This is an optimization exercise on Yosys and OpenROAD, whose aim is small area and a short achievable clock period, not a production implementation.
In this exercise RTL edits were held to simulation tests only and were not proved equivalent to the original.
No activity file was given, so power comes from the tool's default toggle rates.

$ cat flow/design.v
package bp_pkg;
  localparam int XLEN     = 32;
  localparam int IDX_BITS = 6;
  localparam int TAG_W    = XLEN - IDX_BITS - 2;
  localparam logic [1:0] CTR_SNT = 2'b00;
  localparam logic [1:0] CTR_WNT = 2'b01;
  localparam logic [1:0] CTR_WT  = 2'b10;
  localparam logic [1:0] CTR_ST  = 2'b11;
  typedef struct packed {
    logic             valid;
    logic [TAG_W-1:0] tag;
    logic [XLEN-1:0]  target;
    logic [1:0]       ctr;
  } btb_entry_t;
  function automatic [IDX_BITS-1:0] bp_index(input [XLEN-1:0] pc);
    bp_index = pc[IDX_BITS+1:2];
  endfunction
  function automatic [TAG_W-1:0] bp_tag(input [XLEN-1:0] pc);
    bp_tag = pc[XLEN-1:IDX_BITS+2];
  endfunction
endpackage
module sat_ctr2
(
  input  logic [1:0] ctr,
  input  logic       taken,
  output logic [1:0] ctr_next
);
  always_comb begin
    ctr_next = ctr;
    if (taken) begin
      if (ctr != bp_pkg::CTR_ST) ctr_next = ctr + 2'd1;
    end else begin
      if (ctr != bp_pkg::CTR_SNT) ctr_next = ctr - 2'd1;
    end
  end
endmodule
module branch_predictor
#(
  parameter int XLEN     = bp_pkg::XLEN,
  parameter int IDX_BITS = bp_pkg::IDX_BITS
)
(
  input  logic                clk,
  input  logic                rst,
  input  logic                f_valid,
  input  logic [XLEN-1:0]     f_pc,
  output logic                p_valid,
  output logic                p_taken,
  output logic [XLEN-1:0]     p_target,
  input  logic                r_valid,
  input  logic                r_is_branch,
  input  logic [XLEN-1:0]     r_pc,
  input  logic                r_taken,
  input  logic [XLEN-1:0]     r_target,
  input  logic                r_pred_taken,
  input  logic [XLEN-1:0]     r_pred_target,
  output logic                mispredict,
  output logic [XLEN-1:0]     redirect_pc
  ,
  output logic [31:0]         stat_branches,
  output logic [31:0]         stat_mispredicts
);
  localparam int ENTRIES = 1 << IDX_BITS;
  localparam int TAG_W   = bp_pkg::TAG_W;
  localparam int EW      = TAG_W + XLEN;      
  logic [ENTRIES-1:0] valid_q;
  logic [1:0]         ctr_q   [ENTRIES];
  logic [TAG_W-1:0]   tag_q   [ENTRIES];
  logic [XLEN-1:0]    tgt_q   [ENTRIES];
  logic [IDX_BITS-1:0] f_idx, r_idx;
  logic [TAG_W-1:0]    f_tag, r_tag;
  logic [ENTRIES-1:0]  f_sel, r_sel;
  assign f_idx = bp_pkg::bp_index(f_pc);
  assign r_idx = bp_pkg::bp_index(r_pc);
  assign f_tag = bp_pkg::bp_tag(f_pc);
  assign r_tag = bp_pkg::bp_tag(r_pc);
  logic [ENTRIES-1:0]  f_sel_d;
  bp_dec #(.N(IDX_BITS)) u_fdec (.idx(f_idx), .sel(f_sel));
  bp_dec #(.N(IDX_BITS)) u_fdec_d (.idx(f_idx), .sel(f_sel_d));
  bp_dec #(.N(IDX_BITS)) u_rdec (.idx(r_idx), .sel(r_sel));
  logic [ENTRIES-1:0]      e_hit;
  logic [ENTRIES*XLEN-1:0] f_rows_d;
  logic                    fe_hit_n;
  logic [XLEN-1:0]         fe_tgt, fe_tgt_n;
  for (genvar i = 0; i < ENTRIES; i++) begin : g_cam
    bp_cam u (.tag(tag_q[i]), .ftag(f_tag), .v(valid_q[i]), .c1(ctr_q[i][1]), .hit(e_hit[i]));
  end
  always_comb
    for (int i = 0; i < ENTRIES; i++)
      f_rows_d[i*XLEN +: XLEN] = tgt_q[i];
  bp_rd #(.W(1))    u_frd   (.sel(f_sel),   .rows(e_hit),    .qn(fe_hit_n));
  bp_rd #(.W(XLEN)) u_frd_d (.sel(f_sel_d), .rows(f_rows_d), .qn(fe_tgt_n));
  assign fe_tgt = ~fe_tgt_n;
  localparam int RW = 3 + TAG_W;
  logic [ENTRIES*RW-1:0] r_rows;
  logic [RW-1:0]         r_out, r_out_n;
  logic                  re_valid;
  logic [1:0]            re_ctr;
  always_comb
    for (int i = 0; i < ENTRIES; i++)
      r_rows[i*RW +: RW] = {valid_q[i], ctr_q[i], tag_q[i]};
  bp_rd #(.W(RW)) u_rrd (.sel(r_sel), .rows(r_rows), .qn(r_out_n));
  assign r_out = ~r_out_n;
  assign re_valid = r_out[RW-1];
  assign re_ctr   = r_out[RW-2 -: 2];
  logic                pq_upd, pq_taken, pq_hit;
  logic [IDX_BITS-1:0] pq_idx;
  logic [1:0]          pq_ctr, pq_sat, pq_ctr_new;
  logic                pq_wr;
  logic [ENTRIES-1:0]  pq_sel;
  logic                rq_valid;
  logic [TAG_W-1:0]    rq_tag_n, rq_rtag;
  logic [2:0]          rq_w;
  bp_match u_rm (.an(rq_tag_n), .b(rq_rtag), .v0(rq_valid), .v1(1'b1), .v2(1'b1), .w(rq_w));
  assign pq_hit = &rq_w;
  sat_ctr2 u_ctr (
    .ctr      (pq_ctr),
    .taken    (pq_taken),
    .ctr_next (pq_sat)
  );
  assign pq_wr      = pq_upd && (pq_hit || pq_taken);
  assign pq_ctr_new = pq_hit ? pq_sat : bp_pkg::CTR_WT;
  bp_dec #(.N(IDX_BITS)) u_pdec (.idx(pq_idx), .sel(pq_sel));
  logic       f_byp, r_byp, f_taken, upd, wr_all;
  logic [1:0] r_ctr;
  assign f_byp   = pq_wr && (f_idx == pq_idx);
  assign r_byp   = pq_wr && (r_idx == pq_idx);
  assign r_ctr   = r_byp ? pq_ctr_new : re_ctr;
  assign f_taken = f_valid && (f_byp ? ((f_tag == rq_rtag) && pq_ctr_new[1]) : ~fe_hit_n);
  assign upd    = r_valid && r_is_branch;
  assign wr_all = upd && r_taken;            
  logic [ENTRIES-1:0] e_en, e_en_n, c_en, c_en_n;
  bp_wen #(.N(ENTRIES)) u_ewen (.sel(r_sel),  .wr(wr_all), .en(e_en), .en_n(e_en_n));
  bp_wen #(.N(ENTRIES)) u_cwen (.sel(pq_sel), .wr(pq_wr),  .en(c_en), .en_n(c_en_n));
  logic [EW-1:0] e_nxt [ENTRIES];
  logic [1:0]    c_nxt [ENTRIES];
  for (genvar i = 0; i < ENTRIES; i++) begin : g_row
    bp_upd #(.W(EW)) u_e (.en(e_en[i]), .en_n(e_en_n[i]), .d({r_tag, r_target}),
                          .q({tag_q[i], tgt_q[i]}), .nxt(e_nxt[i]));
    bp_upd #(.W(2))  u_c (.en(c_en[i]), .en_n(c_en_n[i]), .d(pq_ctr_new),
                          .q(ctr_q[i]), .nxt(c_nxt[i]));
  end
  always_ff @(posedge clk or posedge rst) begin
    if (rst) begin
      valid_q <= '0;
      pq_upd  <= 1'b0;
    end else begin
      valid_q <= valid_q | e_en;
      pq_upd  <= upd;
    end
  end
  always_ff @(posedge clk) begin
    pq_taken <= r_taken;
    rq_valid <= re_valid;
    rq_tag_n <= r_out_n[TAG_W-1:0];
    rq_rtag  <= r_tag;
    pq_idx   <= r_idx;
    pq_ctr   <= r_ctr;
    for (int i = 0; i < ENTRIES; i++) begin
      {tag_q[i], tgt_q[i]} <= e_nxt[i];
      ctr_q[i]             <= c_nxt[i];
    end
  end
  logic            mp_d;
  logic [XLEN-1:0] redir_d;
  always_comb begin
    mp_d    = 1'b0;
    redir_d = r_pc + {{(XLEN-3){1'b0}}, 3'd4};
    if (r_valid) begin
      if (r_is_branch) begin
        mp_d = (r_taken != r_pred_taken) ||
               (r_taken && r_pred_taken && (r_target != r_pred_target));
        if (r_taken) redir_d = r_target;
      end else begin
        mp_d = r_pred_taken;
      end
    end
  end
  logic [XLEN-1:0] p_tgt_q;
  always_ff @(posedge clk or posedge rst) begin
    if (rst) begin
      p_valid     <= 1'b0;
      p_taken     <= 1'b0;
      mispredict  <= 1'b0;
      redirect_pc <= '0;
    end else begin
      p_valid     <= f_valid;
      p_taken     <= f_taken;
      mispredict  <= mp_d;
      redirect_pc <= mp_d ? redir_d : '0;
    end
  end
  always_ff @(posedge clk)
    p_tgt_q <= fe_tgt;
  assign p_target = p_tgt_q & {XLEN{p_taken}};
  always_ff @(posedge clk or posedge rst) begin
    if (rst) begin
      stat_branches    <= '0;
      stat_mispredicts <= '0;
    end else begin
      if (upd && (stat_branches != 32'hFFFF_FFFF))
        stat_branches <= stat_branches + 32'd1;
      if (mp_d && (stat_mispredicts != 32'hFFFF_FFFF))
        stat_mispredicts <= stat_mispredicts + 32'd1;
    end
  end
endmodule
module bp_dec
#(
  parameter int N = 6
)
(
  input  logic [N-1:0]      idx,
  output logic [(1<<N)-1:0] sel
);
  always_comb
    for (int i = 0; i < (1 << N); i++)
      sel[i] = (idx == i[N-1:0]);
endmodule
module bp_wen
#(
  parameter int N = 64
)
(
  input  logic [N-1:0] sel,
  input  logic         wr,
  output logic [N-1:0] en,
  output logic [N-1:0] en_n
);
  assign en   = sel & {N{wr}};
  assign en_n = ~en;
endmodule
module bp_upd
#(
  parameter int W = 8
)
(
  input  logic         en,
  input  logic         en_n,
  input  logic [W-1:0] d,
  input  logic [W-1:0] q,
  output logic [W-1:0] nxt
);
  assign nxt = (d & {W{en}}) | (q & {W{en_n}});
endmodule
module bp_aoi22 (input logic a, b, c, d, output logic z);
  assign z = ~((a & b) | (c & d));
endmodule
module bp_or8 (input logic [7:0] s, input logic [7:0] d, output logic z);
  assign z = |(s & d);
endmodule
module bp_nand4 (input logic a, b, c, d, output logic z);
  assign z = ~(a & b & c & d);
endmodule
module bp_cam
(
  input  logic [23:0] tag,
  input  logic [23:0] ftag,
  input  logic        v, c1,
  output logic        hit
);
  logic [23:0] x;
  logic [5:0]  y;
  logic [1:0]  w;
  for (genvar i = 0; i < 24; i++) begin : g_x
    bp_xnor2 u (.a(tag[i]), .b(ftag[i]), .z(x[i]));
  end
  for (genvar i = 0; i < 6; i++) begin : g_y
    bp_nand4 u (.a(x[4*i]), .b(x[4*i+1]), .c(x[4*i+2]), .d(x[4*i+3]), .z(y[i]));
  end
  for (genvar i = 0; i < 2; i++) begin : g_w
    bp_nor3 u (.a(y[3*i]), .b(y[3*i+1]), .c(y[3*i+2]), .z(w[i]));
  end
  bp_and4 u_h (.a(w[0]), .b(w[1]), .c(v), .d(c1), .z(hit));
endmodule
module bp_and4 (input logic a, b, c, d, output logic z);
  assign z = a & b & c & d;
endmodule
module bp_xnor2 (input logic a, b, output logic z);
  assign z = ~(a ^ b);
endmodule
module bp_and3 (input logic a, b, c, output logic z);
  assign z = a & b & c;
endmodule
module bp_nand3 (input logic a, b, c, output logic z);
  assign z = ~(a & b & c);
endmodule
module bp_nand2 (input logic a, b, output logic z);
  assign z = ~(a & b);
endmodule
module bp_nor3 (input logic a, b, c, output logic z);
  assign z = ~(a | b | c);
endmodule
module bp_nor2 (input logic a, b, output logic z);
  assign z = ~(a | b);
endmodule
module bp_xor2 (input logic a, b, output logic z);
  assign z = a ^ b;
endmodule
module bp_rd
#(
  parameter int W = 8
)
(
  input  logic [63:0]   sel,
  input  logic [64*W-1:0] rows,
  output logic [W-1:0]  qn
);
  for (genvar b = 0; b < W; b++) begin : g_bit
    logic [7:0]  z2;
    logic [3:0]  z3;
    logic [1:0]  z4;
    for (genvar g = 0; g < 8; g++) begin : g_l2
      bp_or8 u (.s(sel[8*g +: 8]),
                .d({rows[(8*g+7)*W + b], rows[(8*g+6)*W + b], rows[(8*g+5)*W + b], rows[(8*g+4)*W + b],
                    rows[(8*g+3)*W + b], rows[(8*g+2)*W + b], rows[(8*g+1)*W + b], rows[(8*g)*W + b]}),
                .z(z2[g]));
    end
    for (genvar g = 0; g < 4; g++) begin : g_l3
      bp_nor2 u (.a(z2[2*g]), .b(z2[2*g+1]), .z(z3[g]));
    end
    for (genvar g = 0; g < 2; g++) begin : g_l4
      bp_nand2 u (.a(z3[2*g]), .b(z3[2*g+1]), .z(z4[g]));
    end
    bp_nor2 u_l5 (.a(z4[0]), .b(z4[1]), .z(qn[b]));
  end
endmodule
module bp_match
(
  input  logic [23:0] an,
  input  logic [23:0] b,
  input  logic        v0, v1, v2,
  output logic [2:0]  w
);
  logic [23:0] x;
  logic [8:0]  y;
  for (genvar i = 0; i < 24; i++) begin : g_x
    bp_xor2 u (.a(an[i]), .b(b[i]), .z(x[i]));
  end
  for (genvar i = 0; i < 8; i++) begin : g_y
    bp_nand3 u (.a(x[3*i]), .b(x[3*i+1]), .c(x[3*i+2]), .z(y[i]));
  end
  bp_nand3 u_v (.a(v0), .b(v1), .c(v2), .z(y[8]));
  for (genvar i = 0; i < 3; i++) begin : g_w
    bp_nor3 u (.a(y[3*i]), .b(y[3*i+1]), .c(y[3*i+2]), .z(w[i]));
  end
endmodule
$ cat flow/run.sh
#!/bin/bash
# synth_recipe.tcl (not shown) runs the flow's synth.tcl, then flattens the netlist and writes it again
# the make line also repeats each setting of config.mk as NAME=value (left out here)
make -C /OpenROAD-flow-scripts/flow DESIGN_CONFIG=/design/flow/config.mk WORK_HOME=/design/flow/orfs CLKGATE_MAP_FILE= SYNTH_SCRIPT=/design/flow/synth_recipe.tcl finish
$ cat flow/config.mk
export PLATFORM = sky130hd
export DESIGN_NAME = branch_predictor
export DESIGN_NICKNAME = branch_predictor
export VERILOG_FILES = /design/flow/design.v
export SDC_FILE = /design/flow/constraint.sdc
export NUM_CORES = 4
export LEC_CHECK = 0
export CAP_MARGIN = 20
export CORE_MARGIN = 2
export CORE_UTILIZATION = 50
export CTS_CLUSTER_DIAMETER = 80
export CTS_CLUSTER_SIZE = 24
export SETUP_SLACK_MARGIN = 2.6
export SLEW_MARGIN = 20
export SYNTH_HIERARCHICAL = 1
$ cat flow/constraint.sdc
create_clock -name core_clock -period 5.2 [get_ports {clk}]
set_input_delay 1.0400 -clock core_clock [delete_from_list [all_inputs] [get_ports {clk}]]
set_output_delay 1.0400 -clock core_clock [all_outputs]
set_load 0.01 [all_outputs]
==> results of run 1 <==
-- how the worst min path moves through the flow --
stage                             to                  start  slack (ps)  cells after the start
2_1_floorplan    tgt_q[0][0]$_DFF_P_    tgt_q[0][0]$_DFF_P_         440                      1
3_3_place_gp   tgt_q[27][23]$_DFF_P_  tgt_q[27][23]$_DFF_P_         450                      1
3_5_place_dp     tgt_q[5][1]$_DFF_P_    tgt_q[5][1]$_DFF_P_         450                      1
4_1_cts            pq_idx[1]$_DFF_P_                r_pc[3]         350                      1
5_1_grt            pq_idx[0]$_DFF_P_                r_pc[2]         320                      1
6_report           pq_idx[0]$_DFF_P_                r_pc[2]         360                      1
-- critical path, cell delays in order, from the launching register on --
cell and delay [ps]:
dfrtp_4 530, buf_12 170, buf_16 160, buf_6 120, and2_4 160, buf_6 130
-- state kept, by name (all words and copies together), names as in the netlist, 24 cells and up --
name / count
redirect_pc: 32
tgt_q: 2048
p_tgt_q: 32
ctr_q: 128
rq_tag_n: 24
tag_q: 1536
rq_rtag: 24
valid_q: 64
stat_mispredicts: 32
stat_branches: 32
-- logic make-up after synthesis --
kind of cell | count (synthesis) | synth area share [%]
buffers and inverters | 913 | 5.14
muxes | 5 | 0.0326
and+or+nand+nor | 2436 | 8.47
xor gates and xnor gates | 1708 | 9.06
AOI/OAI and AO/OA | 5686 | 28.7
other | 1 | 0.00227
DFF | 3966 | 48.6
adders and majority gates | 6 | 0.0440
-- timing repair --
item                                    4_1_cts  5_1_grt
hold endpoints to repair                      0        0
cloned                                       23        8
endpoints found under the setup margin     3959     2292
resized for setup                           869      238
pin swaps                                    47       49
setup buffers                               151       35
-- Yosys stat by module (local to each module, per instance), excerpt --
module	cells	cell area, um2	flops+latches
sat_ctr2	3	26.3	0
bp_xnor2	1	8.76	0
bp_nand4	1	6.26	0
bp_nand2	1	3.75	0
branch_predictor	4606	84400	3966
bp_and4	1	8.76	0
bp_nand3	1	5.00	0
bp_nor3	1	10.0	0
bp_nor2	1	3.75	0
bp_or8	5	36.3	0
-- area by class of cell --
class | count | area, um2 | share of cell area (%)
repair buffers | 1065 | 11300 | 6.22
repair inverters | 1 | 8.76 | 0.00482
flip-flops and latches | 3966 | 80200 | 44.2
multi-input cells | 9854 | 78100 | 43.0
well taps | 4366 | 5460 | 3.01
clock buffers | 245 | 5510 | 3.03
clock inverters | 57 | 673 | 0.371
inverters | 51 | 229 | 0.126
diodes | 18 | 45.0 | 0.0248
-- power breakdown --
group | total [mW] | internal (mW) | switching, mW
Sequential | 33.2 | 32.0 | 1.22
Combinational | 5.51 | 2.43 | 3.08
Clock | 18.8 | 8.02 | 10.7
-- through the flow --
step,setup WS [ps],util [%],hold WS [ps],area (um2),total power [mW]
floorplan,2080,-,440,166000,36.3
global placement,593,52.1,452,172000,38.7
detailed placement,576,52.1,453,172000,38.9
CTS,1870,54.7,347,180000,57.4
global route,1900,55.1,323,182000,59.1
finish,1920,55.1,357,182000,57.5
-- synthesized netlist by cell type (all sizes together), types with 3 or more instances --
master / n
nand2b: 9
nand3: 49
mux2: 3
xnor2: 1629
and3: 13
nor4: 25
or3: 5
nor4b: 4
xor2: 79
nand2: 299
nor3: 143
or2: 68
or4: 9
clkbuf: 65
a22o: 3712
a22oi: 1921
inv: 51
nand4: 903
nor2: 612
and4: 71
ha: 4
or4b: 17
a211oi: 31
dfxtp: 3802
nand4bb: 24
buf: 797
nand4b: 16
and2: 166
dfrtp: 164
o21ai: 8
a21oi: 4
-- layer usage --
layer / wire [um] / share of wire [%] / GRT usage [%] / up-vias
li1: - / - / - / 58400
met1: 270000 / 40 / 52.0 / 70600
met2: 280000 / 42 / 55.0 / 9076
met3: 86800 / 13 / 11.5 / 1430
met4: 33800 / 5.0 / 17.3 / 14
met5: 180 / 0.027 / 0 / -
==> results.sh, run 1 <==
export IMPL_outcome="finished clean"
export IMPL_die_height_um=579
export IMPL_cts_tree="built"
export IMPL_endpoint="p_target[27]"
export IMPL_numClockSinks=3966
export IMPL_layout_nets=15300
export IMPL_grtUsageTotal_pct=38.1
export IMPL_grt_pass1_vias=133000
export IMPL_insertion_delay_ps=980
export IMPL_crit_fanout=8
export IMPL_dp_hpwl_um=435000
export IMPL_routabilityCongestion=0.975
export IMPL_fin_cells=19600
export IMPL_fillers=28100
export IMPL_cp_end_kind="output port"
export IMPL_yosysTopAreaCell="dfxtp_1"
export IMPL_r2r_end="ctr_q[22][1]$_DFF_P_"
export IMPL_die_x_um=579
export IMPL_grt_pass1_wl_um=950000
export IMPL_synthCells=14700
export IMPL_layout_commonest_cell="dfxtp_1"
export IMPL_worst_setup_hold_path_clk_slew_ps=110
export IMPL_layout_common_cells="dfxtp_1 (3801), a22o_1 (3712), a22oi_1 (1908), xnor2_1 (1629), nand4_1 (900)"
export IMPL_cp_arrival_ps=2240
export IMPL_syn_area_mm2=0.165
export IMPL_cp_required_ps=4160
export IMPL_finalSetupTns_ps=0
export IMPL_drtPass1Iterations=7
export IMPL_reg2reg_depth=8
export IMPL_async_reset_ff_share_pct=4.14
export IMPL_synth_cell_types=64
export IMPL_cts_max_level=4
export IMPL_peakVddDrop_v=0.000274
export IMPL_synthFlopType="dfxtp_1"
export IMPL_antenna_found_initial=26
export IMPL_crit_type="reg -> out"
export IMPL_start_kind="flop"
export IMPL_fin_worst_skew_ps=53.5
export IMPL_rsz0062_at_grt="yes"
export IMPL_finalCritPeriodShare_pct=63.0
export IMPL_synth_edf_count=0
export IMPL_tightest_slew_ps=1060
export IMPL_drt_wl_total_um=671000
export IMPL_vias=140000
export IMPL_synth_seq_cells=3966
export IMPL_wire_per_inst_um=34.2
export IMPL_synth_yosys_seq_area_share_pct=48.6
export IMPL_hp_class="in -> reg"
export IMPL_slew_headroom_pct=29.2
export IMPL_via_per_inst=7.11
export IMPL_coreArea_mm2=0.329
export IMPL_dp_cells=19100
export IMPL_gr_total_overflow=0
export IMPL_r2r_start="rq_rtag[2]$_DFF_P_"
export IMPL_synth_warnings=17
export IMPL_setup_viol=0
export IMPL_final_hold_violation_count=0
export IMPL_leakagePower_nw=66.4
export IMPL_postCtsHoldBufs=0
export IMPL_power_density_mw_per_mm2=317
export IMPL_ant_nets=0
export IMPL_slew_violations=0
export IMPL_cts_made_buffers=204
export IMPL_cts_buffer_depth=4
export IMPL_drc_errors=0
export IMPL_io_pins=266
export IMPL_postSynthAreaPerCell_um2=11.2
export IMPL_grt_max_degree=84
export IMPL_port_buffers=263
export IMPL_synth_area_leaders="dfxtp_1 (46%), a22o_1 (20%), a22oi_1 (8.7%), xnor2_1 (8.6%), buf_6 (4.4%)"
export IMPL_start_util_pct=50.1
export IMPL_dieArea_mm2=0.335
export IMPL_fmax_mhz=305
export IMPL_finalCriticalPeriod_ps=3280
export IMPL_maxCapViolations=0
export IMPL_drt_iter0_markers=18400
export IMPL_drive_gt1_share_pct=13.0
export IMPL_root_buffer="clkbuf_16"
export IMPL_critPathLaunch="p_taken$_DFF_PP0_"
export IMPL_area_growth_pct=9.97
export IMPL_row_count=211
export IMPL_synth_top_area_share_pct=46.1
export IMPL_regToRegSetupSlack_ps=2630
==> run 2: changes to the inputs <==
--- a/flow/design.v
+++ b/flow/design.v
@@ -128,3 +128,10 @@
   assign r_ctr   = r_byp ? pq_ctr_new : re_ctr;
-  assign f_taken = f_valid && (f_byp ? ((f_tag == rq_rtag) && pq_ctr_new[1]) : ~fe_hit_n);
+  localparam int NTK = 4;
+  logic         f_bhit;
+  logic [NTK:0] f_tk;
+  assign f_bhit = (f_tag == rq_rtag) && pq_ctr_new[1];
+  for (genvar k = 0; k <= NTK; k++) begin : g_ftk
+    bp_tk u (.v(f_valid), .byp(f_byp), .bhit(f_bhit), .hit_n(fe_hit_n), .tk(f_tk[k]));
+  end
+  assign f_taken = f_tk[0];
   assign upd    = r_valid && r_is_branch;
@@ -179,2 +186,7 @@
   logic [XLEN-1:0] p_tgt_q;
+  logic [NTK-1:0]  p_tk_q;
+  always_ff @(posedge clk or posedge rst) begin
+    if (rst) p_tk_q <= '0;
+    else     p_tk_q <= f_tk[NTK:1];
+  end
   always_ff @(posedge clk or posedge rst) begin
@@ -194,3 +206,5 @@
     p_tgt_q <= fe_tgt;
-  assign p_target = p_tgt_q & {XLEN{p_taken}};
+  for (genvar k = 0; k < NTK; k++) begin : g_ptgt
+    assign p_target[k*XLEN/NTK +: XLEN/NTK] = p_tgt_q[k*XLEN/NTK +: XLEN/NTK] & {(XLEN/NTK){p_tk_q[k]}};
+  end
   always_ff @(posedge clk or posedge rst) begin
@@ -275,2 +289,5 @@
 endmodule
+module bp_tk (input logic v, byp, bhit, hit_n, output logic tk);
+  assign tk = v & (byp ? bhit : ~hit_n);
+endmodule
 module bp_and4 (input logic a, b, c, d, output logic z);
==> results.sh, run 2 <==
export IMPL_outcome="finished clean"
export IMPL_final_hold_violation_count=0
export IMPL_crit_fanout=6
export IMPL_dp_hpwl_um=434000
export IMPL_holdWs_ps=320
export IMPL_synthCells=14700
export IMPL_fin_ws_ps=2160
export IMPL_antenna_found_initial=28
export IMPL_synth_area_leaders="dfxtp_1 (46%), a22o_1 (20%), xnor2_1 (8.8%), a22oi_1 (8.7%), buf_6 (4.4%)"
export IMPL_insertion_delay_ps=990
export IMPL_rsz0062_at_grt="yes"
export IMPL_crit_type="reg -> out"
export IMPL_finalCriticalPeriod_ps=3040
export IMPL_largest_reg_flops=2048
export IMPL_vias=141000
export IMPL_synth_warnings=17
export IMPL_yosysTopAreaCell="dfxtp_1"
export IMPL_finalSetupTns_ps=0
export IMPL_hp_class="in -> reg"
export IMPL_leakagePower_nw=68.0
export IMPL_cts_max_level=4
export IMPL_start_util_pct=50.1
export IMPL_synthSimpleGateAreaFrac_pct=8.42
export IMPL_grt_max_degree=71
export IMPL_cp_slowest_cell="dfrtp_2"
export IMPL_drtPass1Iterations=7
export IMPL_area_growth_pct=11.6
export IMPL_wire_per_inst_um=35.0
export IMPL_synth_edf_count=0
export IMPL_cts_made_buffers=205
export IMPL_grt_pass1_vias=133000
export IMPL_layout_nets=15400
export IMPL_peakVddDrop_v=0.000286
export IMPL_yosysMostFrequentCell="dfxtp_1"
export IMPL_synth_top_family_by_area="compound AO/OA/AOI/OAI gates"
export IMPL_row_count=211
export IMPL_async_reset_ff_share_pct=4.23
export IMPL_dieArea_mm2=0.335
export IMPL_layout_commonest_cell="dfxtp_1"
export IMPL_slew_headroom_pct=20.1
export IMPL_synthAdderAreaFrac_pct=0.0439
export IMPL_power_density_mw_per_mm2=314
export IMPL_fmax_mhz=329
export IMPL_cp_end_kind="output port"
export IMPL_drt_iter0_markers=19300
export IMPL_cp_cell_sequence="buf_6 -> and2_4 -> buf_6"
export IMPL_postSynthAreaPerCell_um2=11.2
export IMPL_layout_common_cells="dfxtp_1 (3796), a22o_1 (3712), a22oi_1 (1908), xnor2_1 (1641), nand4_1 (908)"
export IMPL_pre_cts_slack_ps=566
export IMPL_drive_gt1_share_pct=14.1
export IMPL_cp_common_cell="buf_6"
export IMPL_fin_cells=19800
export IMPL_synth_yosys_seq_area_share_pct=48.6
export IMPL_maxCapViolations=0
export IMPL_setup_viol=0
export IMPL_via_per_inst=7.13
export IMPL_fillers=27900
export IMPL_multi_input_comb_area_mm2=0.0787
export IMPL_start_kind="flop"
export IMPL_grt_pass1_wl_um=963000
export IMPL_io_pins=266
export IMPL_finalCritPeriodShare_pct=58.4
export IMPL_max_stage_delay_ps=520
export IMPL_drt_wl_total_um=691000
export IMPL_cts_tree="built"
export IMPL_ant_nets=0
export IMPL_drc_errors=0
export IMPL_syn_area_mm2=0.165
export IMPL_synth_xor_area_share_pct=9.10
export IMPL_root_buffer="clkbuf_16"
export IMPL_cp_arrival_ps=2000
export IMPL_grtUsageTotal_pct=38.7
export IMPL_seqCellArea_mm2=0.0803
export IMPL_routabilityCongestion=0.989
export IMPL_cp_required_ps=4160
export IMPL_synth_seq_cells=3970
export IMPL_synth_cell_types=53
export IMPL_synthFlopType="dfxtp_1"
export IMPL_numClockSinks=3970
export IMPL_slew_violations=0
export IMPL_port_buffers=263
export IMPL_die_x_um=579
export IMPL_synth_mux_area_share_pct=0.0205
export IMPL_fin_worst_skew_ps=72.3
export IMPL_synth_compound_area_share_pct=28.6
export IMPL_coreArea_mm2=0.329
export IMPL_die_height_um=579
export IMPL_gr_total_overflow=0
export IMPL_synth_top_area_share_pct=46.1
export IMPL_yosys_top_cells_count="dfxtp_1 (3802), a22o_1 (3712), a22oi_1 (1920)"
export IMPL_tightest_slew_ps=1200
export IMPL_cts_buffer_depth=4
export IMPL_worst_setup_hold_path_clk_slew_ps=100
export IMPL_dp_cells=19100
## run 2: cells by family after synthesis
group,Yosys count
compound gates,5681
simple gates,2439
flops,3970
buf+inv,907
xor+xnor,1715
fa+ha+maj,6
other cells,1
mux,3
## run 2: per-stage QoR
stage | power (mW) | util [%] | instance area, um2
6_report | 57.8 | 55.9 | 184000
5_1_grt | 59.4 | 55.9 | 184000
4_1_cts | 57.5 | 55.2 | 182000
3_5_place_dp | 38.8 | 52.1 | 172000
3_3_place_gp | 38.6 | 52.1 | 172000
2_1_floorplan | 36.2 | - | 166000
## run 2: worst max-delay path, delay by kind of cell (launching register included)
family        cells  cell delay, ps
buf+inv           2             290
simple gates      1             190
flops             1             520
## run 2: layout make-up
class | count | share of cell area (%)
Sequential cell | 3970 | 43.6
Multi-Input combinational cell | 9873 | 42.7
Timing Repair Buffer | 1175 | 7.20
Clock buffer | 246 | 3.00
Tap cell | 4366 | 2.96
Clock inverter | 65 | 0.416
Inverter | 43 | 0.103
Antenna cell | 13 | 0.0177
Timing Repair inverter | 1 | 0.00475
## run 2: routing by layer
| metal | track usage [%] | up-vias | wire (um) |
|---|---|---|---|
| met5 | 0.411 | - | 753 |
| met2 | 57.1 | 9267 | 290000 |
| met4 | 16.9 | 18 | 34200 |
| met3 | 11.0 | 1538 | 91500 |
| li1 | - | 58700 | - |
| met1 | 52.5 | 71300 | 274000 |
## run 2: worst paths after layout
check | from | to | slack (ps) | cells after the start
setup / recovery | p_tk_q[0]$_DFF_PP0_ | p_target[3] | 2160 | 3
min in group asynchronous | rst | stat_branches[13]$_DFFE_PP0P_ | 480 | 2
max in group asynchronous | rst | stat_mispredicts[1]$_DFFE_PP0P_ | 3670 | 3
hold reg to reg | tgt_q[53][17]$_DFF_P_ | tgt_q[53][17]$_DFF_P_ | 480 | 1
hold / removal | r_pc[4] | pq_idx[2]$_DFF_P_ | 320 | 1
setup reg to reg | tag_q[19][0]$_DFF_P_ | p_tk_q[3]$_DFF_PP0_ | 2590 | 12
## run 2: per-module statistics from Yosys, one instance, submodules excluded, a selection
module / copies in the design / cells inside / flops+latches
bp_nand3: 9 / 1 / 0
sat_ctr2: 1 / 3 / 0
bp_nand2: 120 / 1 / 0
bp_nor2: 300 / 1 / 0
bp_xor2: 24 / 1 / 0
bp_or8: 480 / 5 / 0
## run 2: power by group
group / switching (mW) / internal (mW) / leakage, nW
Sequential: 1.21 / 32.0 / 33.1
Combinational: 3.12 / 2.51 / 31.8
Clock: 10.8 / 8.15 / 3.08
## run 2: timing repair
action / in CTS / in global routing
buffers inserted: 174 / 100
setup endpoints to repair: 3953 / 2533
hold buffers: 0 / 0
gates resized for setup: 1141 / 226
pin swaps: 112 / 99
cloned: 48 / 22
==> run 3: changes to the inputs <==
--- a/flow/design.v
+++ b/flow/design.v
@@ -79,3 +79,5 @@
   bp_dec #(.N(IDX_BITS)) u_fdec_d (.idx(f_idx), .sel(f_sel_d));
+  logic [ENTRIES-1:0]  r_sel_w;
   bp_dec #(.N(IDX_BITS)) u_rdec (.idx(r_idx), .sel(r_sel));
+  bp_dec #(.N(IDX_BITS)) u_rdec_w (.idx(r_idx), .sel(r_sel_w));
   logic [ENTRIES-1:0]      e_hit;
@@ -139,3 +141,3 @@
   logic [ENTRIES-1:0] e_en, e_en_n, c_en, c_en_n;
-  bp_wen #(.N(ENTRIES)) u_ewen (.sel(r_sel),  .wr(wr_all), .en(e_en), .en_n(e_en_n));
+  bp_wen #(.N(ENTRIES)) u_ewen (.sel(r_sel_w),  .wr(wr_all), .en(e_en), .en_n(e_en_n));
   bp_wen #(.N(ENTRIES)) u_cwen (.sel(pq_sel), .wr(pq_wr),  .en(c_en), .en_n(c_en_n));
==> results.sh, run 3 <==
export IMPL_outcome="finished clean"
export IMPL_dp_hpwl_um=433000
export IMPL_holdWs_ps=396
export IMPL_synth_top_area_share_pct=46.0
export IMPL_die_height_um=579
export IMPL_row_count=211
export IMPL_dieArea_mm2=0.336
export IMPL_synthCells=14800
export IMPL_drtPass1Iterations=7
export IMPL_use_met1_pct=53.7
export IMPL_ant_nets=0
export IMPL_finalCriticalPeriod_ps=2850
export IMPL_grt_pass1_wl_um=1000000
export IMPL_synth_edf_count=0
export IMPL_grtUsageMet3_pct=12.4
export IMPL_crit_buf_inv=2
export IMPL_cts_made_buffers=204
export IMPL_cp_slowest_cell="dfrtp_2"
export IMPL_synthFlopType="dfxtp_1"
export IMPL_p_sw_mw=15.4
export IMPL_slew_violations=0
export IMPL_finalCritPeriodShare_pct=54.7
export IMPL_synth_seq_cells=3970
export IMPL_postSynthAreaPerCell_um2=11.2
export IMPL_max_stage_delay_ps=460
export IMPL_start_kind="flop"
export IMPL_postCtsHoldBufs=0
export IMPL_top_usage_layer="met2"
export IMPL_synth_cell_types=53
export IMPL_cp_top_family="flip-flops"
export IMPL_antenna_found_initial=34
export IMPL_grt_max_degree=92
export IMPL_root_buffer="clkbuf_16"
export IMPL_p_int_mw=42.8
export IMPL_port_buffers=263
export IMPL_grtUsageTotal_pct=40.8
export IMPL_switching_share_pct=26.5
export IMPL_cp_end_kind="output port"
export IMPL_worst_setup_hold_path_clk_slew_ps=100
export IMPL_cts_max_level=4
export IMPL_power_density_mw_per_mm2=311
export IMPL_wire_per_inst_um=36.6
export IMPL_seqCellArea_mm2=0.0803
export IMPL_drt_iter0_markers=19700
export IMPL_die_x_um=579
export IMPL_cp_arrival_ps=1810
export IMPL_tightest_slew_ps=1180
export IMPL_synth_warnings=17
export IMPL_start_util_pct=50.2
export IMPL_drive_gt1_share_pct=14.8
export IMPL_yosysTopAreaCell="dfxtp_1"
export IMPL_peakVddDrop_v=0.000283
export IMPL_power_frac_seq_pct=57.1
export IMPL_leakagePower_nw=68.7
export IMPL_io_pins=266
export IMPL_multi_input_comb_area_mm2=0.0808
export IMPL_cp_cell_sequence="buf_6 -> and2_4 -> buf_6"
export IMPL_final_hold_violation_count=0
export IMPL_grt_pass1_vias=136000
export IMPL_layout_nets=15600
export IMPL_cp_required_ps=4160
export IMPL_fillers=27700
export IMPL_power_frac_comb_pct=10.3
export IMPL_cts_buffer_depth=4
export IMPL_via_per_inst=7.23
export IMPL_routabilityCongestion=0.989
export IMPL_grtUsageMet2_pct=59.0
export IMPL_fin_worst_skew_ps=66.2
export IMPL_yosysMostFrequentCell="dfxtp_1"
export IMPL_power_frac_clock_pct=32.7
export IMPL_crit_fanout=5
export IMPL_cp_common_cell="buf_6"
export IMPL_syn_area_mm2=0.166
export IMPL_layout_commonest_cell="dfxtp_1"
export IMPL_finalSetupTns_ps=0
export IMPL_coreArea_mm2=0.330
export IMPL_drc_errors=0
export IMPL_rsz0062_at_grt="yes"
export IMPL_insertion_delay_ps=1000
export IMPL_vias=145000
export IMPL_slew_headroom_pct=21.6
export IMPL_area_growth_pct=13.1
export IMPL_numClockSinks=3970
export IMPL_yosys_top_cells_count="dfxtp_1 (3802), a22o_1 (3712), a22oi_1 (1920)"
export IMPL_layout_common_cells="dfxtp_1 (3792), a22o_1 (3712), a22oi_1 (1896), xnor2_1 (1648), nand4_1 (909)"
export IMPL_maxCapViolations=0
export IMPL_cts_tree="built"
export IMPL_fmax_mhz=351
export IMPL_regToRegSetupSlack_ps=2630
export IMPL_hp_class="in -> reg"
export IMPL_crit_type="reg -> out"
export IMPL_setup_viol=0
export IMPL_synth_area_leaders="dfxtp_1 (46%), a22o_1 (20%), xnor2_1 (8.7%), a22oi_1 (8.7%), buf_6 (4.4%)"
export IMPL_largest_reg_flops=2048
export IMPL_synth_yosys_seq_area_share_pct=48.5
export IMPL_drt_wl_total_um=732000
export IMPL_gr_total_overflow=0
export IMPL_async_reset_ff_share_pct=4.23
-- run 3: changes by cell type after synthesis, sizes merged, moves of 2 or more --
cell | previous run | this run
nand4bb | 24 | 30
nor2 | 611 | 675
or4b | 16 | 20
nand4b | 18 | 22
nand2b | 9 | 11
clkbuf | 70 | 80
-- run 3: per-module statistics from Yosys (local to each module, per instance), excerpt --
module	flops+latches	cells	copies in the design
bp_and4	0	1	64
bp_nand2	0	1	120
bp_nand3	0	1	9
bp_nand4	0	1	384
bp_nor2	0	1	300
bp_nor3	0	1	131
bp_or8	0	5	480
bp_tk	0	3	5
bp_xnor2	0	1	1536
bp_xor2	0	1	24
branch_predictor	3970	4592	1
sat_ctr2	0	3	1
-- run 3: power by group through the flow --
stage          registers [mW]  clock network [mW]  logic, mW
2_1_floorplan            33.6                   0       2.73
3_3_place_gp             33.8                   0       4.87
3_5_place_dp             33.9                   0       5.01
4_1_cts                  33.2                19.0       5.60
5_1_grt                  33.4                20.1       6.19
6_report                 33.2                19.0       5.97
-- run 3: cells by family after synthesis --
kind of cell	Yosys count	synth area share, %
DFF	3970	48.5
AOI/OAI and AO/OA	5681	28.6
buffers and inverters	918	5.14
muxes	3	0.0204
other	1	0.00226
adders and majority gates	6	0.0438
xor gates and xnor gates	1715	9.07
and+or+nand+nor	2523	8.65
-- run 3: timing repair --
action                     4_1_cts  5_1_grt
gates resized for setup       1135      280
pin swaps                      156      153
hold endpoints to repair         0        0
setup endpoints to repair     3976     2306
gates cloned                   127       43
buffers inserted               231      165
-- run 3: path summary, 6_finish.rpt --
path / startpoint / endpoint / cells past startpoint
worst max-delay path: p_tk_q[0]$_DFF_PP0_ / p_target[6] / 3
worst min-delay path: r_pc[3] / pq_idx[1]$_DFF_P_ / 1
worst max register to register: tag_q[16][14]$_DFF_P_ / p_taken$_DFF_PP0_ / 12
worst min register to register: tgt_q[28][20]$_DFF_P_ / tgt_q[28][20]$_DFF_P_ / 1
max in group asynchronous: rst / p_tk_q[2]$_DFF_PP0_ / 3
min in group asynchronous: rst / mispredict$_DFF_PP0_ / 2
-- run 3: through the flow --
stage / setup slack (ps) / utilization, % / area [um2] / cells / total power, mW
3_5_place_dp: 421 / 52.0 / 172000 / 19100 / 38.9
5_1_grt: 2300 / 56.7 / 187000 / 20000 / 59.7
6_report: 2350 / 56.7 / 187000 / 20000 / 58.2
2_1_floorplan: 2020 / - / 167000 / 14800 / 36.3
3_3_place_gp: 442 / 52.0 / 172000 / 19100 / 38.7
4_1_cts: 2290 / 55.7 / 184000 / 19800 / 57.8
-- run 3: layer usage --
metal	wire (um)	vias up
met5	223	-
met4	53200	18
met3	95100	2086
met2	304000	10300
met1	280000	72800
li1	-	59400
-- run 3: final cells by class --
class / count / area share [%]
Antenna cell: 26 / 0.0347
Clock buffer: 248 / 2.94
Clock inverter: 65 / 0.423
Inverter: 43 / 0.103
Multi-Input combinational cell: 10100 / 43.2
Sequential cell: 3970 / 42.9
Tap cell: 4366 / 2.92
Timing Repair Buffer: 1225 / 7.51
-- run 3: worst register-to-register path: cells and delay by family (launching register included) --
family	cells	cell delay, ps
flip-flops	1	430
XOR/XNOR	1	100
AND/OR/NAND/NOR	8	1560
buffers and inverters	1	180
AO/OA/AOI/OAI	2	230
==> run 4: changes to the inputs <==
--- a/flow/config.mk
+++ b/flow/config.mk
@@ -12,2 +12,3 @@
 export CTS_CLUSTER_SIZE = 24
+export PLACE_DENSITY = 0.72
 export SETUP_SLACK_MARGIN = 2.6
==> results.sh, run 4 <==
export IMPL_drive_gt1_share_pct=13.4
export IMPL_synth_edf_count=0
export IMPL_layout_commonest_cell="dfxtp_1"
export IMPL_layout_nets=15400
export IMPL_drtPass1Iterations=10
export IMPL_synth_warnings=17
export IMPL_critPathLaunch="r_pc[2]"
export IMPL_fin_worst_skew_ps=73.5
export IMPL_slew_violations=0
export IMPL_insertion_delay_ps=970
export IMPL_antenna_found_initial=28
export IMPL_postCtsHoldBufs=0
export IMPL_regToRegSetupSlack_ps=2580
export IMPL_cp_slowest_cell="nor2_1"
export IMPL_synth_yosys_seq_area_share_pct=48.5
export IMPL_hold_depth=1
export IMPL_ant_nets=0
export IMPL_drt_iter0_markers=20900
export IMPL_crit_fanout=14
export IMPL_via_per_inst=7.19
export IMPL_cp_end_kind="flop"
export IMPL_fmax_mhz=348
export IMPL_synth_top_area_share_pct=46.0
export IMPL_holdWs_ps=414
export IMPL_max_stage_delay_ps=640
export IMPL_drc_errors=0
export IMPL_peakVddDrop_v=0.000282
export IMPL_synthCells=14800
export IMPL_cp_cell_sequence="buf_4 -> or2_4 -> buf_16 -> nor2_4 -> a22oi_1 -> nand4_1 -> nor2_1 -> nand2_1 -> nor2_1"
export IMPL_finalCriticalPeriod_ps=2870
export IMPL_rsz0062_at_grt="yes"
export IMPL_yosysTopAreaCell="dfxtp_1"
export IMPL_io_pins=266
export IMPL_crit_buf_inv=2
export IMPL_syn_area_mm2=0.166
export IMPL_fillers=28200
export IMPL_setup_viol=0
export IMPL_maxCapViolations=0
export IMPL_cts_tree="built"
export IMPL_yosys_top_cells_count="dfxtp_1 (3802), a22o_1 (3712), a22oi_1 (1920)"
export IMPL_async_reset_ff_share_pct=4.23
export IMPL_cp_arrival_ps=3740
export IMPL_dp_hpwl_um=401000
export IMPL_final_cell_area_mm2=0.184
export IMPL_synth_area_leaders="dfxtp_1 (46%), a22o_1 (20%), xnor2_1 (8.7%), a22oi_1 (8.7%), buf_6 (4.4%)"
export IMPL_r2r_start="tag_q[56][6]$_DFF_P_"
export IMPL_wire_per_inst_um=33.2
export IMPL_hold_end="pq_idx[1]$_DFF_P_"
export IMPL_min_delay_start="r_pc[3]"
export IMPL_p_total_mw=56.5
export IMPL_r2r_end="p_tk_q[1]$_DFF_PP0_"
export IMPL_postSynthAreaPerCell_um2=11.2
export IMPL_gr_total_overflow=0
export IMPL_die_x_um=579
export IMPL_largest_reg_flops=2048
export IMPL_final_hold_violation_count=0
export IMPL_yosysMostFrequentCell="dfxtp_1"
export IMPL_slew_headroom_pct=24.7
export IMPL_power_density_mw_per_mm2=307
export IMPL_leakagePower_nw=67.5
export IMPL_finalSetupTns_ps=0
export IMPL_cp_top_family="simple AND/OR/NAND/NOR gates"
export IMPL_dieArea_mm2=0.336
export IMPL_routabilityCongestion=0.989
export IMPL_cp_required_ps=6070
export IMPL_die_height_um=579
export IMPL_synthFlopType="dfxtp_1"
export IMPL_outcome="finished clean"
export IMPL_vias=142000
export IMPL_crit_type="in -> reg"
export IMPL_crit_cells=9
export IMPL_finalCritPeriodShare_pct=55.2
export IMPL_grt_pass1_vias=133000
export IMPL_worst_setup_hold_path_clk_slew_ps=100
export IMPL_coreArea_mm2=0.330
export IMPL_hp_class="in -> reg"
export IMPL_cts_buffer_depth=4
export IMPL_synth_cell_types=53
export IMPL_root_buffer="clkbuf_16"
export IMPL_row_count=211
export IMPL_reg2reg_depth=12
export IMPL_dpl_cell_area_mm2=0.172
export IMPL_numClockSinks=3970
export IMPL_drt_wl_total_um=655000
export IMPL_layout_common_cells="dfxtp_1 (3787), a22o_1 (3712), a22oi_1 (1918), xnor2_1 (1644), nand4_1 (909)"
export IMPL_grt_max_degree=97
export IMPL_cp_common_cell="nor2_1"
export IMPL_grt_pass1_wl_um=914000
export IMPL_area_growth_pct=11.2
export IMPL_synth_seq_cells=3970
export IMPL_cts_made_buffers=198
export IMPL_start_util_pct=50.2
export IMPL_grtUsageTotal_pct=36.2
export IMPL_cts_max_level=4
export IMPL_start_kind="primary input"
export IMPL_port_buffers=263
export IMPL_tightest_slew_ps=1130
==> run 4: per-layer routing <==
| metal | track usage (%) | wire [um] |
|---|---|---|
| met3 | 12.3 | 99700 |
| met1 | 46.9 | 240000 |
| met2 | 52.6 | 271000 |
| met4 | 20.7 | 45100 |
| met5 | 0 | 143 |
==> run 4: stage by stage <==
stage | worst slack (ps) | util, % | cells
5_1_grt | 2310 | 55.8 | 19700
3_3_place_gp | 668 | 52.2 | 19100
6_report | 2330 | 55.8 | 19800
4_1_cts | 2330 | 55.0 | 19600
2_1_floorplan | 2020 | - | 14800
3_5_place_dp | 656 | 52.2 | 19100
==> run 4: layout make-up <==
type,count,area [um2],area share [%]
diodes,27,67.6,0.0367
flip-flops and latches,3970,80400,43.7
well taps,4366,5460,2.97
multi-input cells,10000,80500,43.7
clock buffers,234,5230,2.84
clock inverters,26,364,0.198
repair buffers,1059,11900,6.45
inverters,43,196,0.107
repair inverters,2,20.0,0.0109
==> run 4: worst reg2reg max path: cells and delay by family, from the launching register on <==
kind,cells,cell delay (ps)
simple gates,8,1680
flops,1,390
compound gates,2,220
buf+inv,1,150
xor+xnor,1,140
==> run 4: cell families (layout without fill, tap and decap cells) <==
| logic type | after synthesis | in the layout | share of synthesized area [%] |
|---|---|---|---|
| and+or+nand+nor | 2523 | 2620 | 8.65 |
| buffers and inverters | 918 | 1364 | 5.14 |
| xor gates and xnor gates | 1715 | 1715 | 9.07 |
| DFF | 3970 | 3970 | 48.5 |
| muxes | 3 | 3 | 0.0204 |
| other | 1 | 29 | 0.00226 |
| AOI/OAI and AO/OA | 5681 | 5681 | 28.6 |
| adders and majority gates | 6 | 6 | 0.0438 |
==> run 4: worst max-delay path by stage <==
stage,end
after floorplan,mispredict$_DFF_PP0_
final,rq_tag_n[10]$_DFF_P_
after global routing,p_target[3]
after global placement,p_tgt_q[15]$_DFF_P_
after CTS,p_target[26]
after detailed placement,p_tgt_q[15]$_DFF_P_
==> run 4: power breakdown <==
part / switching (mW) / internal (mW) / total, mW / leakage, nW
Sequential: 1.21 / 32.0 / 33.2 / 33.1
Combinational: 3.10 / 2.44 / 5.54 / 31.7
Clock: 10.3 / 7.46 / 17.8 / 2.73
==> run 4: what timing repair did <==
action,in CTS,in global routing
setup buffers,154,87
resized for setup,950,312
gates cloned,78,47
setup endpoints to repair,3812,1710
pin swaps,113,125
==> run 4: modules after synthesis (local to each module, per instance), excerpt <==
| module | copies in the design | flip-flops and latches | cell area, um2 | cells inside |
|---|---|---|---|---|
| bp_xor2 | 24 | 0 | 8.76 | 1 |
| bp_nand4 | 384 | 0 | 6.26 | 1 |
| branch_predictor | 1 | 3970 | 84300 | 4592 |
| bp_and4 | 64 | 0 | 8.76 | 1 |
| bp_nand2 | 120 | 0 | 3.75 | 1 |
| bp_or8 | 480 | 0 | 36.3 | 5 |
| bp_nand3 | 9 | 0 | 5.00 | 1 |
| bp_xnor2 | 1536 | 0 | 8.76 | 1 |
| bp_nor2 | 300 | 0 | 3.75 | 1 |
| bp_nor3 | 131 | 0 | 10.0 | 1 |
| sat_ctr2 | 1 | 0 | 26.3 | 3 |
| bp_tk | 5 | 0 | 21.3 | 3 |
==> run 5: changes to the inputs <==
--- a/flow/design.v
+++ b/flow/design.v
@@ -130,3 +130,3 @@
   assign r_ctr   = r_byp ? pq_ctr_new : re_ctr;
-  localparam int NTK = 4;
+  localparam int NTK = 8;
   logic         f_bhit;
@@ -187,7 +187,5 @@
   end
-  logic [XLEN-1:0] p_tgt_q;
-  logic [NTK-1:0]  p_tk_q;
-  always_ff @(posedge clk or posedge rst) begin
-    if (rst) p_tk_q <= '0;
-    else     p_tk_q <= f_tk[NTK:1];
+  logic [XLEN-1:0] p_target_d;
+  for (genvar k = 0; k < NTK; k++) begin : g_ptgt
+    assign p_target_d[k*XLEN/NTK +: XLEN/NTK] = fe_tgt[k*XLEN/NTK +: XLEN/NTK] & {(XLEN/NTK){f_tk[k+1]}};
   end
@@ -197,2 +195,3 @@
       p_taken     <= 1'b0;
+      p_target    <= '0;
       mispredict  <= 1'b0;
@@ -202,2 +201,3 @@
       p_taken     <= f_taken;
+      p_target    <= p_target_d;
       mispredict  <= mp_d;
@@ -206,7 +206,2 @@
   end
-  always_ff @(posedge clk)
-    p_tgt_q <= fe_tgt;
-  for (genvar k = 0; k < NTK; k++) begin : g_ptgt
-    assign p_target[k*XLEN/NTK +: XLEN/NTK] = p_tgt_q[k*XLEN/NTK +: XLEN/NTK] & {(XLEN/NTK){p_tk_q[k]}};
-  end
   always_ff @(posedge clk or posedge rst) begin
--- a/flow/config.mk
+++ b/flow/config.mk
@@ -12,3 +12,2 @@
 export CTS_CLUSTER_SIZE = 24
-export PLACE_DENSITY = 0.72
 export SETUP_SLACK_MARGIN = 2.6
==> results.sh, run 5 <==
export IMPL_dpl_cell_area_mm2=0.173
export IMPL_outcome="finished clean"
export IMPL_antenna_found_initial=48
export IMPL_port_buffers=263
export IMPL_final_cell_area_mm2=0.186
export IMPL_final_hold_violation_count=0
export IMPL_row_count=211
export IMPL_area_growth_pct=12.3
export IMPL_postCtsHoldBufs=0
export IMPL_cp_end_kind="flop"
export IMPL_synthFlopType="dfxtp_1"
export IMPL_switching_share_pct=26.5
export IMPL_via_per_inst=7.19
export IMPL_vias=143000
export IMPL_cp_arrival_ps=3960
export IMPL_finalCritPeriodShare_pct=58.7
export IMPL_drtPass1Iterations=9
export IMPL_cts_made_buffers=205
export IMPL_gr_total_overflow=0
export IMPL_slew_headroom_pct=22.7
export IMPL_dieArea_mm2=0.336
export IMPL_routabilityCongestion=0.990
export IMPL_layout_common_cells="dfxtp_1 (3770), a22o_1 (3712), a22oi_1 (1908), xnor2_1 (1578), nand4_1 (893)"
export IMPL_layout_commonest_cell="dfxtp_1"
export IMPL_slew_violations=0
export IMPL_crit_type="in -> reg"
export IMPL_synth_mux_area_share_pct=0.0363
export IMPL_utilization_pct=56.4
export IMPL_synth_area_leaders="dfxtp_1 (46%), a22o_1 (20%), a22oi_1 (8.7%), xnor2_1 (8.4%), buf_6 (4.4%)"
export IMPL_dp_hpwl_um=442000
export IMPL_fin_worst_skew_ps=74.3
export IMPL_die_height_um=580
export IMPL_peakVddDrop_v=0.000313
export IMPL_start_kind="primary input"
export IMPL_grt_pass1_wl_um=995000
export IMPL_cts_buffer_depth=4
export IMPL_fmax_mhz=328
export IMPL_synth_xor_area_share_pct=9.06
export IMPL_drc_errors=0
export IMPL_finalCriticalPeriod_ps=3050
export IMPL_leakagePower_nw=68.0
export IMPL_ant_nets=0
export IMPL_crit_fanout=20
export IMPL_layout_nets=15600
export IMPL_synthSimpleGateAreaFrac_pct=8.68
export IMPL_synth_cell_types=60
export IMPL_worst_setup_hold_path_clk_slew_ps=100
export IMPL_drt_wl_total_um=723000
export IMPL_drive_gt1_share_pct=14.6
export IMPL_root_buffer="clkbuf_16"
export IMPL_synth_compound_area_share_pct=28.6
export IMPL_yosysTopAreaCell="dfxtp_1"
export IMPL_power_frac_clock_pct=33.1
export IMPL_largest_reg_flops=2048
export IMPL_p_int_mw=42.9
export IMPL_synth_seq_cells=3966
export IMPL_grtUsageTotal_pct=40.5
export IMPL_synth_yosys_seq_area_share_pct=48.5
export IMPL_fillers=28000
export IMPL_synthAdderAreaFrac_pct=0.0438
export IMPL_hp_class="in -> reg"
export IMPL_numClockSinks=3966
export IMPL_power_frac_seq_pct=56.8
export IMPL_die_x_um=580
export IMPL_syn_area_mm2=0.166
export IMPL_coreArea_mm2=0.330
export IMPL_async_reset_ff_share_pct=4.94
export IMPL_power_density_mw_per_mm2=313
export IMPL_cp_slowest_cell="nand4bb_1"
export IMPL_grt_max_degree=68
export IMPL_postSynthAreaPerCell_um2=11.2
export IMPL_max_stage_delay_ps=500
export IMPL_drt_iter0_markers=19900
export IMPL_holdWs_ps=361
export IMPL_insertion_delay_ps=980
export IMPL_io_pins=266
export IMPL_cp_required_ps=6110
export IMPL_yosys_top_cells_count="dfxtp_1 (3770), a22o_1 (3712), a22oi_1 (1920)"
export IMPL_tightest_slew_ps=1160
export IMPL_grt_pass1_vias=135000
export IMPL_yosysMostFrequentCell="dfxtp_1"
export IMPL_wire_per_inst_um=36.3
export IMPL_rsz0062_at_grt="yes"
export IMPL_maxCapViolations=0
export IMPL_finalSetupTns_ps=0
export IMPL_synth_top_area_share_pct=45.6
export IMPL_cts_max_level=4
export IMPL_start_util_pct=50.2
export IMPL_cp_common_cell="nor2_1"
export IMPL_synthCells=14800
export IMPL_power_frac_comb_pct=10.1
export IMPL_synth_warnings=17
export IMPL_synth_top_family_by_area="compound AO/OA/AOI/OAI gates"
export IMPL_setup_viol=0
export IMPL_cp_cell_sequence="buf_6 -> buf_4 -> nand4bb_1 -> nor2_1 -> a22oi_1 -> nand4_1 -> nor2_1 -> nand2_2 -> nor2_4 -> buf_12 -> or2_1 -> a21boi_2 -> nor2b_4"
export IMPL_synth_edf_count=0
export IMPL_p_sw_mw=15.4
export IMPL_cts_tree="built"
run 5: layout make-up:
| cell class | instances | area [um2] | share of cell area (%) |
|---|---|---|---|
| antenna | 30 | 75.1 | 0.0404 |
| clock buffer | 250 | 5590 | 3.01 |
| clock inverter | 69 | 896 | 0.482 |
| inverter | 13 | 85.1 | 0.0457 |
| multi-input combinational | 10000 | 80400 | 43.2 |
| sequential | 3966 | 80400 | 43.2 |
| tap | 4366 | 5460 | 2.94 |
| timing repair buffer | 1206 | 13100 | 7.03 |
| timing repair inverter | 2 | 20.0 | 0.0108 |
run 5: stage by stage:
stage	power [mW]	setup WS, ps	cells
after floorplan	36.2	1630	14800
after global placement	38.7	568	19200
after detailed placement	38.9	582	19200
after CTS	58.0	2360	19800
after global routing	59.7	2220	19900
final	58.3	2150	19900
run 5: path summary, 6_finish.rpt:
path / start / to / slack, ps / depth (start not counted)
max: f_pc[4] / p_target[20]$_DFF_PP0_ / 2150 / 13
min: r_target[0] / redirect_pc[0]$_DFF_PP0_ / 360 / 3
max reg2reg: tag_q[50][10]$_DFF_P_ / p_target[20]$_DFF_PP0_ / 2370 / 14
min reg2reg: tgt_q[63][14]$_DFF_P_ / tgt_q[63][14]$_DFF_P_ / 480 / 1
max in group asynchronous: rst / valid_q[55]$_DFF_PP0_ / 3400 / 3
min in group asynchronous: rst / stat_mispredicts[4]$_DFFE_PP0P_ / 620 / 2
run 5: cells by family after synthesis:
| kind of cell | Yosys count |
|---|---|
| compound gates | 5686 |
| flops | 3966 |
| simple gates | 2540 |
| xor+xnor | 1714 |
| buf+inv | 882 |
| fa+ha+maj | 6 |
| mux | 5 |
| other cells | 1 |
run 5: critical path, delay by kind of cell:
kind,cells,cell delay (ps)
simple gates,8,1720
buf+inv,3,800
compound gates,2,340
run 5: power groups by stage:
stage | clock network [mW] | logic, mW | registers (mW)
after global routing | 20.3 | 6.08 | 33.3
after detailed placement | 0 | 5.13 | 33.8
after floorplan | 0 | 2.73 | 33.5
after global placement | 0 | 5.00 | 33.7
after CTS | 19.3 | 5.58 | 33.1
final | 19.3 | 5.87 | 33.1
run 5: per-layer routing:
layer / vias up / track usage (%) / share of wire [%]
li1: 59300 / - / -
met1: 72100 / 53.3 / 38
met2: 10100 / 59.8 / 42
met3: 1911 / 11.1 / 13
met4: 38 / 23.0 / 6.8
met5: - / 0 / 0.052
run 5: repair_timing:
action                     in CTS  in global routing
setup buffers                 224                 56
setup endpoints to repair    3991               1601
cloned                         92                 20
gates resized for setup      1099                179
pin swaps                     205                 66
run 5: modules after synthesis (local to each module, per instance), a selection:
module            copies in the design  cells
bp_xor2                             24      1
bp_or8                             480      5
bp_nor2                            300      1
branch_predictor                     1   4563
bp_nand4                           384      1
bp_nand3                             9      1
==> run 6: changes to the inputs <==
--- a/flow/config.mk
+++ b/flow/config.mk
@@ -10,2 +10,3 @@
 export CORE_UTILIZATION = 50
+export CTS_BUF_LIST = sky130_fd_sc_hd__clkbuf_8 sky130_fd_sc_hd__clkbuf_16
 export CTS_CLUSTER_DIAMETER = 80
==> results.sh, run 6 <==
export IMPL_port_buffers=263
export IMPL_synthFlopType="dfxtp_1"
export IMPL_cp_arrival_ps=3940
export IMPL_start_util_pct=50.2
export IMPL_fmax_mhz=326
export IMPL_wire_per_inst_um=36.2
export IMPL_synthCells=14800
export IMPL_drt_iter0_markers=20000
export IMPL_numClockSinks=3966
export IMPL_start_kind="primary input"
export IMPL_synth_top_family_by_area="compound AO/OA/AOI/OAI gates"
export IMPL_setup_viol=0
export IMPL_postSynthAreaPerCell_um2=11.2
export IMPL_synth_mux_area_share_pct=0.0363
export IMPL_synth_warnings=17
export IMPL_async_reset_ff_share_pct=4.94
export IMPL_hold_depth=3
export IMPL_tightest_slew_ps=1190
export IMPL_grt_max_degree=68
export IMPL_via_per_inst=7.20
export IMPL_worst_setup_hold_path_clk_slew_ps=100
export IMPL_gr_total_overflow=0
export IMPL_final_cell_area_mm2=0.186
export IMPL_grtUsageTotal_pct=40.5
export IMPL_cp_common_cell="nor2_1"
export IMPL_fin_worst_skew_ps=66.6
export IMPL_area_growth_pct=12.3
export IMPL_coreArea_mm2=0.330
export IMPL_slew_headroom_pct=20.7
export IMPL_dieArea_mm2=0.336
export IMPL_power_density_mw_per_mm2=313
export IMPL_p_int_mw=42.8
export IMPL_io_pins=266
export IMPL_synth_top_area_share_pct=45.6
export IMPL_finalCriticalPeriod_ps=3070
export IMPL_synth_compound_area_share_pct=28.6
export IMPL_power_frac_comb_pct=10.1
export IMPL_fillers=28000
export IMPL_cp_top_family="simple AND/OR/NAND/NOR gates"
export IMPL_die_x_um=580
export IMPL_max_stage_delay_ps=480
export IMPL_layout_common_cells="dfxtp_1 (3770), a22o_1 (3712), a22oi_1 (1907), xnor2_1 (1578), nand4_1 (893)"
export IMPL_final_hold_violation_count=0
export IMPL_cp_slowest_cell="nand4bb_1"
export IMPL_rsz0062_at_grt="yes"
export IMPL_cts_tree="built"
export IMPL_seqCellArea_mm2=0.0804
export IMPL_antenna_found_initial=44
export IMPL_finalSetupTns_ps=0
export IMPL_synth_yosys_seq_area_share_pct=48.5
export IMPL_drc_errors=0
export IMPL_drt_wl_total_um=722000
export IMPL_power_frac_clock_pct=33.0
export IMPL_cts_max_level=4
export IMPL_layout_commonest_cell="dfxtp_1"
export IMPL_switching_share_pct=26.5
export IMPL_synthSimpleGateAreaFrac_pct=8.68
export IMPL_row_count=211
export IMPL_drive_gt1_share_pct=14.6
export IMPL_maxCapViolations=0
export IMPL_crit_buf_inv=3
export IMPL_synth_cell_types=60
export IMPL_cts_buffer_depth=4
export IMPL_dp_hpwl_um=442000
export IMPL_dp_cells=19200
export IMPL_syn_area_mm2=0.166
export IMPL_synthAdderAreaFrac_pct=0.0438
export IMPL_yosys_top_cells_count="dfxtp_1 (3770), a22o_1 (3712), a22oi_1 (1920)"
export IMPL_grt_pass1_wl_um=996000
export IMPL_outcome="finished clean"
export IMPL_die_height_um=580
export IMPL_layout_nets=15600
export IMPL_finalCritPeriodShare_pct=59.0
export IMPL_yosysMostFrequentCell="dfxtp_1"
export IMPL_slew_violations=0
export IMPL_synth_area_leaders="dfxtp_1 (46%), a22o_1 (20%), a22oi_1 (8.7%), xnor2_1 (8.4%), buf_6 (4.4%)"
export IMPL_synth_edf_count=0
export IMPL_synth_xor_area_share_pct=9.06
export IMPL_routabilityCongestion=0.990
export IMPL_insertion_delay_ps=980
export IMPL_cp_required_ps=6070
export IMPL_ant_nets=0
export IMPL_cp_end_kind="flop"
export IMPL_multi_input_comb_area_mm2=0.0804
export IMPL_crit_fanout=26
export IMPL_utilization_pct=56.4
export IMPL_drtPass1Iterations=8
export IMPL_crit_type="in -> reg"
export IMPL_postCtsHoldBufs=0
export IMPL_synth_seq_cells=3966
export IMPL_cts_made_buffers=205
export IMPL_yosysTopAreaCell="dfxtp_1"
export IMPL_fin_cells=19900
export IMPL_hp_class="in -> reg"
export IMPL_regToRegSetupSlack_ps=2360
export IMPL_vias=144000
export IMPL_p_sw_mw=15.4
export IMPL_dpl_cell_area_mm2=0.173
export IMPL_cp_cell_sequence="buf_6 -> buf_4 -> nand4bb_1 -> nor2_1 -> a22oi_1 -> nand4_1 -> nor2_1 -> nand2_2 -> nor2_4 -> buf_12 -> or2_1 -> a21boi_2 -> nor2b_2"
export IMPL_reg2reg_depth=14
export IMPL_crit_cells=13
export IMPL_grt_pass1_vias=135000
export IMPL_leakagePower_nw=68.1
export IMPL_power_frac_seq_pct=56.9
export IMPL_peakVddDrop_v=0.000314
export IMPL_root_buffer="clkbuf_16"
export IMPL_largest_reg_flops=2048
-- run 6: per-module statistics from Yosys, one instance, submodules excluded, excerpt --
module            flip-flops and latches  copies in the design
bp_nor2                                0                   300
bp_nand3                               0                     9
bp_nand2                               0                   120
bp_tk                                  0                     9
bp_xnor2                               0                  1536
bp_or8                                 0                   480
bp_and4                                0                    64
branch_predictor                    3966                     1
bp_nor3                                0                   131
bp_nand4                               0                   384
sat_ctr2                               0                     1
bp_xor2                                0                    24
-- run 6: logic make-up (layout without fill, tap and decap cells) --
group / count (synthesis) / after routing
flops: 3966 / 3966
compound gates: 5686 / 5686
mux: 5 / 5
xor+xnor: 1714 / 1714
buf+inv: 882 / 1544
other cells: 1 / 37
simple gates: 2540 / 2613
fa+ha+maj: 6 / 6
-- run 6: power by group through the flow --
| stage | sequential (mW) | clock [mW] | combinational (mW) |
|---|---|---|---|
| after global routing | 33.3 | 20.3 | 6.08 |
| after global placement | 33.7 | 0 | 5.00 |
| final | 33.1 | 19.2 | 5.87 |
| after detailed placement | 33.8 | 0 | 5.13 |
| after floorplan | 33.5 | 0 | 2.73 |
| after CTS | 33.1 | 19.3 | 5.58 |
-- run 6: stage by stage --
step / hold slack (ps) / worst slack [ps] / power [mW]
after CTS: 320 / 2360 / 57.9
after global placement: 452 / 568 / 38.7
after detailed placement: 453 / 582 / 38.9
after floorplan: 440 / 1630 / 36.2
final: 357 / 2130 / 58.2
after global routing: 367 / 2220 / 59.7
-- run 6: worst min-delay path: cells and delay by family --
kind	cells	cell delay, ps
buffers and inverters	1	140
and+or+nand+nor	1	60
AOI/OAI and AO/OA	1	50
-- run 6: area by class of cell --
class	instances	area share, %
inverter	13	0.0457
tap	4366	2.94
timing repair inverter	2	0.0108
timing repair buffer	1210	7.03
clock inverter	95	0.534
multi-input combinational	10000	43.2
sequential	3966	43.2
clock buffer	224	2.95
antenna	35	0.0471
-- run 6: metal layers --
metal	wire [um]	vias to the layer above	global-route usage, %
li1	-	59200	-
met3	91000	1980	11.2
met2	303000	9960	59.9
met4	49600	32	23.2
met1	279000	72400	53.2
met5	218	-	0
-- run 6: path summary, 6_finish.rpt --
kind,to,startpoint
max in group asynchronous,valid_q[36]$_DFF_PP0_,rst
min in group asynchronous,stat_mispredicts[4]$_DFFE_PP0P_,rst
max,p_target[23]$_DFF_PP0_,f_pc[7]
min,redirect_pc[0]$_DFF_PP0_,r_target[0]
min reg2reg,tgt_q[1][13]$_DFF_P_,tgt_q[1][13]$_DFF_P_
max reg2reg,p_target[20]$_DFF_PP0_,tag_q[50][10]$_DFF_P_
-- run 6: what timing repair did --
action	4_1_cts	5_1_grt
hold endpoints to repair	0	0
cloned	92	19
resized for setup	1101	176
buffers inserted	229	56
pin swaps	206	69
endpoints found under the setup margin	3990	1561

-- separate check: timing with driven ports --
The results above use ideal ports. As a check the final layouts listed here were re-extracted and re-timed, cells and wires unchanged.
Step 1 (the two cells are an assumption about what drives the block):
set clk [get_ports {clk}]
set_driving_cell -lib_cell sky130_fd_sc_hd__clkbuf_16 $clk
set_driving_cell -lib_cell sky130_fd_sc_hd__buf_2 [delete_from_list [all_inputs] $clk]
Step 2 moves the port delays by t, midway between the first and last clock arrival at a register: inputs arrive t later, outputs are due t later. That takes back most of the time a late clock gives input paths.
a / b / c = ideal ports / drivers / drivers and shift; a / b = the first two.
| run | t, ns | setup slack, ns | slew at the worst register clock pin (ns) | cell pins on the clock port's net |
|---|---|---|---|---|
| run 1 | 1.057 | 1.924 / 1.820 / 1.470 | 0.11 / 0.11 | 1 |
| run 2 | 1.063 | 2.161 / 2.050 / 1.151 | 0.11 / 0.11 | 1 |
| run 3 | 1.082 | 2.354 / 2.232 / 1.313 | 0.11 / 0.11 | 1 |
| run 4 | 1.034 | 2.330 / 2.260 / 1.263 | 0.11 / 0.11 | 1 |
| run 5 | 1.067 | 2.150 / 2.119 / 1.053 | 0.11 / 0.11 | 1 |
| run 6 | 1.071 | 2.132 / 2.165 / 1.095 | 0.11 / 0.11 | 1 |
After both steps setup and hold are still met in every run listed. For run 5, which loses most, drivers alone change the setup slack by -0.031 ns; drivers and shift together by -1.097 ns.
